This design comes from an exercise in tuning for small area, a short achievable clock period and few clock cycles per item on the open sky130 flow, not from production work. Function was checked by simulation only, so behaviour that the tests miss may differ from the original.

==> flow/run.sh <==
#!/bin/bash
# synth_recipe.tcl (not shown) runs the flow's synth.tcl, then flattens the netlist and writes it again
# the make line also repeats each setting of config.mk as NAME=value (left out here)
make -C /OpenROAD-flow-scripts/flow DESIGN_CONFIG=/design/flow/config.mk WORK_HOME=/design/flow/orfs CLKGATE_MAP_FILE= SYNTH_SCRIPT=/design/flow/synth_recipe.tcl finish
==> flow/config.mk <==
export PLATFORM = sky130hd
export DESIGN_NAME = rgb_to_hsv_pixel_top
export DESIGN_NICKNAME = rgb_to_hsv_pixel_top
export VERILOG_FILES = /design/flow/design.v
export SDC_FILE = /design/flow/constraint.sdc
export NUM_CORES = 4
export LEC_CHECK = 0
export CAP_MARGIN = 20
export CORE_MARGIN = 2
export CORE_UTILIZATION = 40
export SLEW_MARGIN = 20
==> flow/constraint.sdc <==
create_clock -name core_clock -period 8.5 [get_ports {clock}]
set_input_delay 1.7000 -clock core_clock [delete_from_list [all_inputs] [get_ports {clock}]]
set_output_delay 1.7000 -clock core_clock [all_outputs]
set_load 0.01 [all_outputs]
==> flow/design.v <==
module rgb_to_hsv_pixel_top (
   input  logic        clock,
   input  logic        reset,
   input  logic        pix_valid,
   output logic        pix_ready,
   input  logic [7:0]  pix_red,
   input  logic [7:0]  pix_green,
   input  logic [7:0]  pix_blue,
   output logic        hsv_valid,
   input  logic        hsv_ready,
   output logic [14:0] hsv_hue,
   output logic [7:0]  hsv_saturation,
   output logic [7:0]  hsv_brightness,
   output logic        hsv_is_gray
);
   logic [0:0] rg_1;
   logic [0:0] rb_2;
   logic [0:0] gb_3;
   logic [0:0] isr_4;
   logic [0:0] isg_5;
   logic [1:0] sec_6;
   logic [7:0] mx_7;
   logic [7:0] mn_8;
   logic [7:0] dl_9;
   logic [7:0] da_10;
   logic [7:0] db_11;
   logic [0:0] neg_12;
   logic [7:0] d_13;
   logic [11:0] d15_14;
   logic [7:0] hR_15;
   logic [3:0] hL_16;
   logic v1;
   logic [1:0] s1_sec;
   logic [7:0] s1_mx;
   logic [7:0] s1_dl;
   logic [0:0] s1_neg;
   logic [7:0] s1_hR;
   logic [3:0] s1_hL;
   logic [2:0] hL_17;
   logic [8:0] hT_18;
   logic [9:0] hD_19;
   logic [0:0] hge_20;
   logic [7:0] hR_21;
   logic [0:0] hQ_22;
   logic [1:0] hL_23;
   logic [8:0] hT_24;
   logic [9:0] hD_25;
   logic [0:0] hge_26;
   logic [7:0] hR_27;
   logic [1:0] hQ_28;
   logic v2;
   logic [1:0] s2_sec;
   logic [7:0] s2_mx;
   logic [7:0] s2_dl;
   logic [0:0] s2_neg;
   logic [7:0] s2_hR;
   logic [1:0] s2_hL;
   logic [1:0] s2_hQ;
   logic [0:0] hL_29;
   logic [8:0] hT_30;
   logic [9:0] hD_31;
   logic [0:0] hge_32;
   logic [7:0] hR_33;
   logic [2:0] hQ_34;
   logic [8:0] hT_35;
   logic [9:0] hD_36;
   logic [0:0] hge_37;
   logic [7:0] hR_38;
   logic [3:0] hQ_39;
   logic v3;
   logic [1:0] s3_sec;
   logic [7:0] s3_mx;
   logic [7:0] s3_dl;
   logic [0:0] s3_neg;
   logic [7:0] s3_hR;
   logic [3:0] s3_hQ;
   logic [7:0] sR_40;
   logic [7:0] sL_41;
   logic [8:0] hT_42;
   logic [9:0] hD_43;
   logic [0:0] hge_44;
   logic [7:0] hR_45;
   logic [4:0] hQ_46;
   logic [6:0] sL_47;
   logic [8:0] sT_48;
   logic [9:0] sD_49;
   logic [0:0] sge_50;
   logic [7:0] sR_51;
   logic [0:0] sQ_52;
   logic [8:0] hT_53;
   logic [9:0] hD_54;
   logic [0:0] hge_55;
   logic [7:0] hR_56;
   logic [5:0] hQ_57;
   logic [5:0] sL_58;
   logic [8:0] sT_59;
   logic [9:0] sD_60;
   logic [0:0] sge_61;
   logic [7:0] sR_62;
   logic [1:0] sQ_63;
   logic v4;
   logic [1:0] s4_sec;
   logic [7:0] s4_mx;
   logic [7:0] s4_dl;
   logic [0:0] s4_neg;
   logic [7:0] s4_hR;
   logic [5:0] s4_hQ;
   logic [7:0] s4_sR;
   logic [5:0] s4_sL;
   logic [1:0] s4_sQ;
   logic [8:0] hT_64;
   logic [9:0] hD_65;
   logic [0:0] hge_66;
   logic [7:0] hR_67;
   logic [6:0] hQ_68;
   logic [4:0] sL_69;
   logic [8:0] sT_70;
   logic [9:0] sD_71;
   logic [0:0] sge_72;
   logic [7:0] sR_73;
   logic [2:0] sQ_74;
   logic [8:0] hT_75;
   logic [9:0] hD_76;
   logic [0:0] hge_77;
   logic [7:0] hR_78;
   logic [7:0] hQ_79;
   logic [3:0] sL_80;
   logic [8:0] sT_81;
   logic [9:0] sD_82;
   logic [0:0] sge_83;
   logic [7:0] sR_84;
   logic [3:0] sQ_85;
   logic v5;
   logic [1:0] s5_sec;
   logic [7:0] s5_mx;
   logic [7:0] s5_dl;
   logic [0:0] s5_neg;
   logic [7:0] s5_hR;
   logic [7:0] s5_hQ;
   logic [7:0] s5_sR;
   logic [3:0] s5_sL;
   logic [3:0] s5_sQ;
   logic [8:0] hT_86;
   logic [9:0] hD_87;
   logic [0:0] hge_88;
   logic [7:0] hR_89;
   logic [8:0] hQ_90;
   logic [2:0] sL_91;
   logic [8:0] sT_92;
   logic [9:0] sD_93;
   logic [0:0] sge_94;
   logic [7:0] sR_95;
   logic [4:0] sQ_96;
   logic [8:0] hT_97;
   logic [9:0] hD_98;
   logic [0:0] hge_99;
   logic [7:0] hR_100;
   logic [9:0] hQ_101;
   logic [1:0] sL_102;
   logic [8:0] sT_103;
   logic [9:0] sD_104;
   logic [0:0] sge_105;
   logic [7:0] sR_106;
   logic [5:0] sQ_107;
   logic v6;
   logic [1:0] s6_sec;
   logic [7:0] s6_mx;
   logic [7:0] s6_dl;
   logic [0:0] s6_neg;
   logic [7:0] s6_hR;
   logic [9:0] s6_hQ;
   logic [7:0] s6_sR;
   logic [1:0] s6_sL;
   logic [5:0] s6_sQ;
   logic [8:0] hT_108;
   logic [9:0] hD_109;
   logic [0:0] hge_110;
   logic [7:0] hR_111;
   logic [10:0] hQ_112;
   logic [0:0] sL_113;
   logic [8:0] sT_114;
   logic [9:0] sD_115;
   logic [0:0] sge_116;
   logic [7:0] sR_117;
   logic [6:0] sQ_118;
   logic [8:0] hT_119;
   logic [9:0] hD_120;
   logic [0:0] hge_121;
   logic [7:0] hR_122;
   logic [11:0] hQ_123;
   logic [8:0] sT_124;
   logic [9:0] sD_125;
   logic [0:0] sge_126;
   logic [7:0] sR_127;
   logic [7:0] sQ_128;
   logic [0:0] gray_129;
   logic v7;
   logic [1:0] s7_sec;
   logic [7:0] s7_mx;
   logic [0:0] s7_neg;
   logic [11:0] s7_hQ;
   logic [7:0] s7_sQ;
   logic [0:0] s7_gray;
   logic [14:0] base_130;
   logic [14:0] sq_131;
   logic [14:0] hue_132;
   logic [7:0] sat_133;
   logic [31:0] res_134;
   logic en;
   logic o_valid;
   logic [31:0] o_res;
   assign rg_1 = pix_red >= pix_green;
   assign rb_2 = pix_red >= pix_blue;
   assign gb_3 = pix_green >= pix_blue;
   assign isr_4 = rg_1 & rb_2;
   assign isg_5 = ~isr_4 & gb_3;
   assign sec_6 = {~isr_4 & ~isg_5, isg_5};
   assign mx_7 = isr_4 ? pix_red : (isg_5 ? pix_green : pix_blue);
   assign mn_8 = rg_1 ? (gb_3 ? pix_blue : pix_green) : (rb_2 ? pix_blue : pix_red);
   assign dl_9 = mx_7 - mn_8;
   assign da_10 = isr_4 ? pix_green : (isg_5 ? pix_blue : pix_red);
   assign db_11 = isr_4 ? pix_blue : (isg_5 ? pix_red : pix_green);
   assign neg_12 = da_10 < db_11;
   assign d_13 = neg_12 ? db_11 - da_10 : da_10 - db_11;
   assign d15_14 = {d_13, 4'b0000} - {4'b0000, d_13};
   assign hR_15 = d15_14[11:4];
   assign hL_16 = d15_14[3:0];
   assign hL_17 = s1_hL[2:0];
   assign hT_18 = {s1_hR, s1_hL[3]};
   assign hD_19 = {1'b0, hT_18} - {2'b00, s1_dl};
   assign hge_20 = ~hD_19[9];
   assign hR_21 = hge_20 ? hD_19[7:0] : hT_18[7:0];
   assign hQ_22 = hge_20;
   assign hL_23 = hL_17[1:0];
   assign hT_24 = {hR_21, hL_17[2]};
   assign hD_25 = {1'b0, hT_24} - {2'b00, s1_dl};
   assign hge_26 = ~hD_25[9];
   assign hR_27 = hge_26 ? hD_25[7:0] : hT_24[7:0];
   assign hQ_28 = {hQ_22, hge_26};
   assign hL_29 = s2_hL[0:0];
   assign hT_30 = {s2_hR, s2_hL[1]};
   assign hD_31 = {1'b0, hT_30} - {2'b00, s2_dl};
   assign hge_32 = ~hD_31[9];
   assign hR_33 = hge_32 ? hD_31[7:0] : hT_30[7:0];
   assign hQ_34 = {s2_hQ, hge_32};
   assign hT_35 = {hR_33, hL_29[0]};
   assign hD_36 = {1'b0, hT_35} - {2'b00, s2_dl};
   assign hge_37 = ~hD_36[9];
   assign hR_38 = hge_37 ? hD_36[7:0] : hT_35[7:0];
   assign hQ_39 = {hQ_34, hge_37};
   assign sR_40 = s3_dl - 8'd1;
   assign sL_41 = 8'd0 - s3_dl;
   assign hT_42 = {s3_hR, 1'b0};
   assign hD_43 = {1'b0, hT_42} - {2'b00, s3_dl};
   assign hge_44 = ~hD_43[9];
   assign hR_45 = hge_44 ? hD_43[7:0] : hT_42[7:0];
   assign hQ_46 = {s3_hQ, hge_44};
   assign sL_47 = sL_41[6:0];
   assign sT_48 = {sR_40, sL_41[7]};
   assign sD_49 = {1'b0, sT_48} - {2'b00, s3_mx};
   assign sge_50 = ~sD_49[9];
   assign sR_51 = sge_50 ? sD_49[7:0] : sT_48[7:0];
   assign sQ_52 = sge_50;
   assign hT_53 = {hR_45, 1'b0};
   assign hD_54 = {1'b0, hT_53} - {2'b00, s3_dl};
   assign hge_55 = ~hD_54[9];
   assign hR_56 = hge_55 ? hD_54[7:0] : hT_53[7:0];
   assign hQ_57 = {hQ_46, hge_55};
   assign sL_58 = sL_47[5:0];
   assign sT_59 = {sR_51, sL_47[6]};
   assign sD_60 = {1'b0, sT_59} - {2'b00, s3_mx};
   assign sge_61 = ~sD_60[9];
   assign sR_62 = sge_61 ? sD_60[7:0] : sT_59[7:0];
   assign sQ_63 = {sQ_52, sge_61};
   assign hT_64 = {s4_hR, 1'b0};
   assign hD_65 = {1'b0, hT_64} - {2'b00, s4_dl};
   assign hge_66 = ~hD_65[9];
   assign hR_67 = hge_66 ? hD_65[7:0] : hT_64[7:0];
   assign hQ_68 = {s4_hQ, hge_66};
   assign sL_69 = s4_sL[4:0];
   assign sT_70 = {s4_sR, s4_sL[5]};
   assign sD_71 = {1'b0, sT_70} - {2'b00, s4_mx};
   assign sge_72 = ~sD_71[9];
   assign sR_73 = sge_72 ? sD_71[7:0] : sT_70[7:0];
   assign sQ_74 = {s4_sQ, sge_72};
   assign hT_75 = {hR_67, 1'b0};
   assign hD_76 = {1'b0, hT_75} - {2'b00, s4_dl};
   assign hge_77 = ~hD_76[9];
   assign hR_78 = hge_77 ? hD_76[7:0] : hT_75[7:0];
   assign hQ_79 = {hQ_68, hge_77};
   assign sL_80 = sL_69[3:0];
   assign sT_81 = {sR_73, sL_69[4]};
   assign sD_82 = {1'b0, sT_81} - {2'b00, s4_mx};
   assign sge_83 = ~sD_82[9];
   assign sR_84 = sge_83 ? sD_82[7:0] : sT_81[7:0];
   assign sQ_85 = {sQ_74, sge_83};
   assign hT_86 = {s5_hR, 1'b0};
   assign hD_87 = {1'b0, hT_86} - {2'b00, s5_dl};
   assign hge_88 = ~hD_87[9];
   assign hR_89 = hge_88 ? hD_87[7:0] : hT_86[7:0];
   assign hQ_90 = {s5_hQ, hge_88};
   assign sL_91 = s5_sL[2:0];
   assign sT_92 = {s5_sR, s5_sL[3]};
   assign sD_93 = {1'b0, sT_92} - {2'b00, s5_mx};
   assign sge_94 = ~sD_93[9];
   assign sR_95 = sge_94 ? sD_93[7:0] : sT_92[7:0];
   assign sQ_96 = {s5_sQ, sge_94};
   assign hT_97 = {hR_89, 1'b0};
   assign hD_98 = {1'b0, hT_97} - {2'b00, s5_dl};
   assign hge_99 = ~hD_98[9];
   assign hR_100 = hge_99 ? hD_98[7:0] : hT_97[7:0];
   assign hQ_101 = {hQ_90, hge_99};
   assign sL_102 = sL_91[1:0];
   assign sT_103 = {sR_95, sL_91[2]};
   assign sD_104 = {1'b0, sT_103} - {2'b00, s5_mx};
   assign sge_105 = ~sD_104[9];
   assign sR_106 = sge_105 ? sD_104[7:0] : sT_103[7:0];
   assign sQ_107 = {sQ_96, sge_105};
   assign hT_108 = {s6_hR, 1'b0};
   assign hD_109 = {1'b0, hT_108} - {2'b00, s6_dl};
   assign hge_110 = ~hD_109[9];
   assign hR_111 = hge_110 ? hD_109[7:0] : hT_108[7:0];
   assign hQ_112 = {s6_hQ, hge_110};
   assign sL_113 = s6_sL[0:0];
   assign sT_114 = {s6_sR, s6_sL[1]};
   assign sD_115 = {1'b0, sT_114} - {2'b00, s6_mx};
   assign sge_116 = ~sD_115[9];
   assign sR_117 = sge_116 ? sD_115[7:0] : sT_114[7:0];
   assign sQ_118 = {s6_sQ, sge_116};
   assign hT_119 = {hR_111, 1'b0};
   assign hD_120 = {1'b0, hT_119} - {2'b00, s6_dl};
   assign hge_121 = ~hD_120[9];
   assign hR_122 = hge_121 ? hD_120[7:0] : hT_119[7:0];
   assign hQ_123 = {hQ_112, hge_121};
   assign sT_124 = {sR_117, sL_113[0]};
   assign sD_125 = {1'b0, sT_124} - {2'b00, s6_mx};
   assign sge_126 = ~sD_125[9];
   assign sR_127 = sge_126 ? sD_125[7:0] : sT_124[7:0];
   assign sQ_128 = {sQ_118, sge_126};
   assign gray_129 = ~|s6_dl;
   assign base_130 = (s7_sec == 2'd1) ? 15'd7680 : (s7_sec == 2'd2) ? 15'd15360 : ((s7_neg && |s7_hQ) ? 15'd23040 : 15'd0);
   assign sq_131 = s7_neg ? (15'd0 - {3'b000, s7_hQ}) : {3'b000, s7_hQ};
   assign hue_132 = s7_gray ? 15'd0 : (base_130 + sq_131);
   assign sat_133 = s7_gray ? 8'd0 : s7_sQ;
   assign res_134 = {hue_132, sat_133, s7_mx, s7_gray};
   always_ff @(posedge clock) begin
      if (reset) v1 <= 1'b0;
      else if (en) v1 <= pix_valid;
   end
   always_ff @(posedge clock) begin
      if (en) begin
         s1_sec <= sec_6;
         s1_mx <= mx_7;
         s1_dl <= dl_9;
         s1_neg <= neg_12;
         s1_hR <= hR_15;
         s1_hL <= hL_16;
      end
   end
   always_ff @(posedge clock) begin
      if (reset) v2 <= 1'b0;
      else if (en) v2 <= v1;
   end
   always_ff @(posedge clock) begin
      if (en) begin
         s2_sec <= s1_sec;
         s2_mx <= s1_mx;
         s2_dl <= s1_dl;
         s2_neg <= s1_neg;
         s2_hR <= hR_27;
         s2_hL <= hL_23;
         s2_hQ <= hQ_28;
      end
   end
   always_ff @(posedge clock) begin
      if (reset) v3 <= 1'b0;
      else if (en) v3 <= v2;
   end
   always_ff @(posedge clock) begin
      if (en) begin
         s3_sec <= s2_sec;
         s3_mx <= s2_mx;
         s3_dl <= s2_dl;
         s3_neg <= s2_neg;
         s3_hR <= hR_38;
         s3_hQ <= hQ_39;
      end
   end
   always_ff @(posedge clock) begin
      if (reset) v4 <= 1'b0;
      else if (en) v4 <= v3;
   end
   always_ff @(posedge clock) begin
      if (en) begin
         s4_sec <= s3_sec;
         s4_mx <= s3_mx;
         s4_dl <= s3_dl;
         s4_neg <= s3_neg;
         s4_hR <= hR_56;
         s4_hQ <= hQ_57;
         s4_sR <= sR_62;
         s4_sL <= sL_58;
         s4_sQ <= sQ_63;
      end
   end
   always_ff @(posedge clock) begin
      if (reset) v5 <= 1'b0;
      else if (en) v5 <= v4;
   end
   always_ff @(posedge clock) begin
      if (en) begin
         s5_sec <= s4_sec;
         s5_mx <= s4_mx;
         s5_dl <= s4_dl;
         s5_neg <= s4_neg;
         s5_hR <= hR_78;
         s5_hQ <= hQ_79;
         s5_sR <= sR_84;
         s5_sL <= sL_80;
         s5_sQ <= sQ_85;
      end
   end
   always_ff @(posedge clock) begin
      if (reset) v6 <= 1'b0;
      else if (en) v6 <= v5;
   end
   always_ff @(posedge clock) begin
      if (en) begin
         s6_sec <= s5_sec;
         s6_mx <= s5_mx;
         s6_dl <= s5_dl;
         s6_neg <= s5_neg;
         s6_hR <= hR_100;
         s6_hQ <= hQ_101;
         s6_sR <= sR_106;
         s6_sL <= sL_102;
         s6_sQ <= sQ_107;
      end
   end
   always_ff @(posedge clock) begin
      if (reset) v7 <= 1'b0;
      else if (en) v7 <= v6;
   end
   always_ff @(posedge clock) begin
      if (en) begin
         s7_sec <= s6_sec;
         s7_mx <= s6_mx;
         s7_neg <= s6_neg;
         s7_hQ <= hQ_123;
         s7_sQ <= sQ_128;
         s7_gray <= gray_129;
      end
   end
   logic k_valid;
   logic [31:0] k_res;
   assign en = ~k_valid;
   always_ff @(posedge clock) begin
      if (reset) begin
         o_valid <= 1'b0;
         k_valid <= 1'b0;
      end else begin
         if (~o_valid | hsv_ready) o_valid <= k_valid | v7;
         if (k_valid) k_valid <= ~hsv_ready;
         else         k_valid <= v7 & o_valid & ~hsv_ready;
      end
   end
   always_ff @(posedge clock) begin
      if (~o_valid | hsv_ready) o_res <= k_valid ? k_res : res_134;
      if (~k_valid) k_res <= res_134;
   end
   assign pix_ready      = en;
   assign hsv_valid      = o_valid;
   assign hsv_hue        = o_res[31:17];
   assign hsv_saturation = o_res[16:9];
   assign hsv_brightness = o_res[8:1];
   assign hsv_is_gray    = o_res[0];
endmodule
==> out/qor_table.md <==
| Stage | Metric | Reported |
| --- | --- | --- |
| status | Run status | no timing/DRC/antenna violations |
| detailed routing | Via Count | 13560 |
| yosys | Area share of xor/xnor cells in the synthesized design | 5.100% |
| yosys | Predominant post-synthesis flop cell | sky130_fd_sc_hd__edfxtp_1 |
| cells and area | Commonest cells after routing, fill and taps aside | 307 x sky130_fd_sc_hd__edfxtp_1, 227 x sky130_fd_sc_hd__inv_1, 208 x sky130_fd_sc_hd__ha_1 |
| cts | Clock-pin slew reported for the worst setup and hold paths after clock tree synthesis | 0.06 ns |
| cts | CTS tree | built |
| detailed routing | Initial DRC Count | 632 |
| setup path | Required time of the critical path | 8.76 ns |
| setup path | Endpoint arrival time on the critical path | 7.75 ns |
| detailed routing | Post-DRT Antenna Nets | 0 |
| cts | Post-CTS setup-driven buffer insertion count | 0 |
| worst hold path | Worst Hold Class | reg -> reg |
| global route | Via count of the first global-routing pass | 14000 |
| detailed routing | Total DRC errors in the routed layout | 0 |
| global route | Total track usage | 14.90% |
| sta | Hold slack final | 0.4088 ns |
| sta | Highest clock rate | 133.4 MHz |
| sta | Post-route fraction of the period consumed by the critical path | 88.17% |
| cts | Post-cts hold buffer count | 0 |
| cells and area | Diode insertion count for antenna repair | 0 |
| yosys | Fraction of the mapped netlist area in compound gates | 12.63% |
| setup path | Class of the most critical setup path | in -> reg |
| global route | Pin count of the biggest net entering global routing | 136 |
| sta | Clock skew after layout | 0.01467 ns |
| floorplanning | Die Width | 232.9 um |
| cts | Insertion delay to the later sink of the worst-skew pair | 0.52 ns |
| yosys | Mean instance size in the synthesized netlist | 11.22 um2 |
| sta | Setup violation total in the final timing report | 0 |
| yosys | Yosys warns | 1 |
| sta | Post-route setup TNS | 0 ns |
| cts | H-tree levels | 2 |
| sta | Slew at the pin with the worst max-slew slack | 0.9678 ns |
| sta | Final number of hold-violating endpoints | 0 |
| cells and area | Commonest non-fill, non-tap cell in the layout | sky130_fd_sc_hd__edfxtp_1 |
| yosys | Number of enable flip-flop cells after synthesis | 307 |
| yosys | Combined area of all synthesized cells | 0.02095 mm2 |
| cts | CTS Root Buffer Type | sky130_fd_sc_hd__clkbuf_16 |
| floorplanning | Initial core utilization | 40.67% |
| cts | Sinks on the clock net | 348 |
| cts | Clock Path Buffers | 3 |
| global route | Remaining global-route overflow | 0 |
| placement | Gp weighted congestion | 0.8676 |
| cells and area | Net total in the final layout | 2207 |
| yosys | Largest family of logic cells by synthesized area | adder cells |
| sta | Setup repair after global routing missed its margin | false |
| detailed routing | Routed wirelength normalized by instance count | 14.86 um |
| yosys | Seq/Total Area, Yosys | 47.92% |
| floorplanning | Total number of placement rows | 83 |
| setup path | Kind of start point of the critical path | input pin |
| placement | Port buffer count | 61 |
| floorplanning | Ports | 62 |
| sta | Final count of pins violating max slew | 0 |
| yosys | Post-synthesis simple-gate area fraction | 8.278% |
| floorplanning | Die height | 232.9 um |
| setup path | Crit. End Element | flop |
| yosys | Net count of the mapped netlist | 2123 |
| cells and area | Syn-to-layout area delta | 13.22% |
| job | Max Cap Viol | 0 |
| sta | Worst rel slew slack | 35.48% |
| cts | Number of gates resized after cts | 0 |
| global route | Wire length of the first global-routing pass | 66.47 mm |
| global route | Antenna violations before repair | 0 |
| yosys | Share of synthesized area spent on multiplexers | 6.988% |
| detailed routing | Via density per instance | 5.098 |
| yosys | Number of standard cells after synthesis | 1868 |
| floorplanning | Floorplan Core Area | 0.05151 mm2 |
| sta | Final critical-path required period | 7.495 ns |
| yosys | Total of flip-flops plus latches after synthesis | 348 |
| placement | Half-perimeter wire length after placement | 30.20 mm |
| yosys | Number of distinct library cells after synthesis | 74 |
| cells and area | Fraction of layout cells with a size suffix above 1 | 8.990% |
| setup path | Worst-path maximum fanout | 15 |
| detailed routing | Total Wirelength | 39.52 mm |
| yosys | Adder and majority gate portion of the synthesized area | 14.29% |
| detailed routing | First-pass DRT Iterations | 5 |
| yosys | Async set-reset flop share out of synthesis | 0% |
| cts | Number of buffers created by CTS | 37 |
| floorplanning | Die Outline Area | 0.05422 mm2 |
## path summary, 6_finish.rpt
check	endpoint	start	slack, ns	cells after the start
worst min register to register	s7_sQ[5]$_DFFE_PN_	s6_sQ[3]$_DFFE_PN_	0.41	0
worst max-delay path	s1_hR[7]$_DFFE_PN_	pix_green[0]	1.01	26
worst max register to register	s4_sR[7]$_DFFE_PN_	s3_dl[0]$_DFFE_PN_	1.80	24
worst min-delay path	s7_sQ[5]$_DFFE_PN_	s6_sQ[3]$_DFFE_PN_	0.41	0
## cell usage after synthesis (all sizes together), types with 9 or more instances
cell type | instances | area, um2
edfxtp | 307 | 9219
o21bai | 12 | 90.09
a31oi | 12 | 90.09
a21boi | 23 | 172.7
nor2 | 103 | 389.1
nand3 | 10 | 50.05
dfxtp | 41 | 820.8
inv | 228 | 855.8
a21oi | 95 | 475.5
nor2b | 37 | 231.5
o21a | 17 | 127.6
a22o | 18 | 157.7
o21ai | 116 | 580.6
ha | 208 | 2603
nor3 | 15 | 85.08
xor2 | 36 | 315.3
fa | 19 | 380.4
a21o | 44 | 330.3
nand2 | 113 | 424.2
buf | 9 | 42.54
mux2 | 82 | 923.4
nand2b | 41 | 256.5
xnor2 | 86 | 753.2
mux2i | 54 | 540.5
clkbuf | 28 | 106.4
## logic make-up after synthesis
kind of cell             count (synthesis)
AO/OA/AOI/OAI                          407
XOR/XNOR                               122
adder cells (fa/ha/maj)                228
buffers and inverters                  265
flip-flops                             348
multiplexers                           136
AND/OR/NAND/NOR                        362
## critical path, cell delays in order
cell and delay [ns]:
sky130_fd_sc_hd__clkdlybuf4s50_1 0.64, sky130_fd_sc_hd__inv_1 0.20, sky130_fd_sc_hd__ha_1 0.33, sky130_fd_sc_hd__nor2b_1 0.16, sky130_fd_sc_hd__o21a_1 0.18, sky130_fd_sc_hd__nor2_1 0.09, sky130_fd_sc_hd__a31oi_4 0.56, sky130_fd_sc_hd__buf_4 0.29
sky130_fd_sc_hd__mux2i_1 0.19, sky130_fd_sc_hd__nor2_1 0.05, sky130_fd_sc_hd__a21oi_1 0.15, sky130_fd_sc_hd__ha_1 0.32, sky130_fd_sc_hd__o21ai_0 0.11, sky130_fd_sc_hd__o21bai_1 0.13, sky130_fd_sc_hd__nor2_1 0.56, sky130_fd_sc_hd__nor2b_1 0.10
sky130_fd_sc_hd__a221o_1 0.28, sky130_fd_sc_hd__a221oi_1 0.34, sky130_fd_sc_hd__xnor2_1 0.27, sky130_fd_sc_hd__inv_1 0.13, sky130_fd_sc_hd__ha_1 0.24, sky130_fd_sc_hd__a21o_1 0.21, sky130_fd_sc_hd__nor2_1 0.09, sky130_fd_sc_hd__nand2_1 0.08
sky130_fd_sc_hd__a311oi_1 0.28, sky130_fd_sc_hd__xnor2_1 0.09
## area by class of cell
type	instances	area, um2
sequential	348	10040
tap	680	850.8
clock buffer	49	1086
fill	4702	27790
inverter	228	863.3
timing repair buffer	82	768.2
clock inverter	18	183.9
multi-input combinational	1255	9926
## registers in the layout, indices dropped and copies added, names as in the netlist, 10 cells and up
register and flops:
k_res 32, s6_hQ 10, s7_hQ 12, o_res 32
## per-layer routing
metal  up-vias  global-route usage (%)  part of all wire, %
met4         0                   5.414                  3.2
met2       208                   28.12                   51
met3        82                   1.985                  3.4
met5         -                       0                    0
met1      6424                   17.02                   42
li1       6847                       -                    -
## stage by stage
| stage | instances | cell area [um2] | util, % | setup WS [ns] |
|---|---|---|---|---|
| global placement | 2593 | 22440 | 43.57 | 0.3865 |
| floorplan | 1868 | 20950 | - | 0.7600 |
| CTS | 2660 | 23720 | 46.05 | 1.082 |
| detailed placement | 2593 | 22450 | 43.58 | 0.5194 |
| global route | 2660 | 23720 | 46.05 | 0.4635 |
| finish | 2660 | 23720 | 46.05 | 1.005 |
Testbench counts, summed over its fixed seeds: cycles 16,064, items 16,000.

==> re-timing with driven ports <==
How much do the figures lean on ideal ports? The routed layout below was timed once more, with nothing changed but the port constraints.
Step 1 (the two cells are an assumption about what drives the block):
set clk [get_ports {clock}]
set_driving_cell -lib_cell sky130_fd_sc_hd__clkbuf_16 $clk
set_driving_cell -lib_cell sky130_fd_sc_hd__buf_2 [delete_from_list [all_inputs] $clk]
Step 2 times the ports against the registers' clock, not the clock port: input delays grow and output delays shrink by t, the midpoint of the rising clock arrivals with the driver on.
Three values: ideal, step 1, step 2; two values: the first two.
shift t [ns]: 0.565
slack for setup (ns): 1.005 / 1.031 / 0.466
worst hold slack (ns): 0.409 / 0.409 / 0.409
latest minus earliest clock arrival (ns): 0.020 / 0.020
worst data-port slew with drivers (ns): 0.05
After both steps this run still meets setup and hold. For this run, drivers alone change the setup slack by +0.026 ns; drivers and shift together by -0.539 ns.
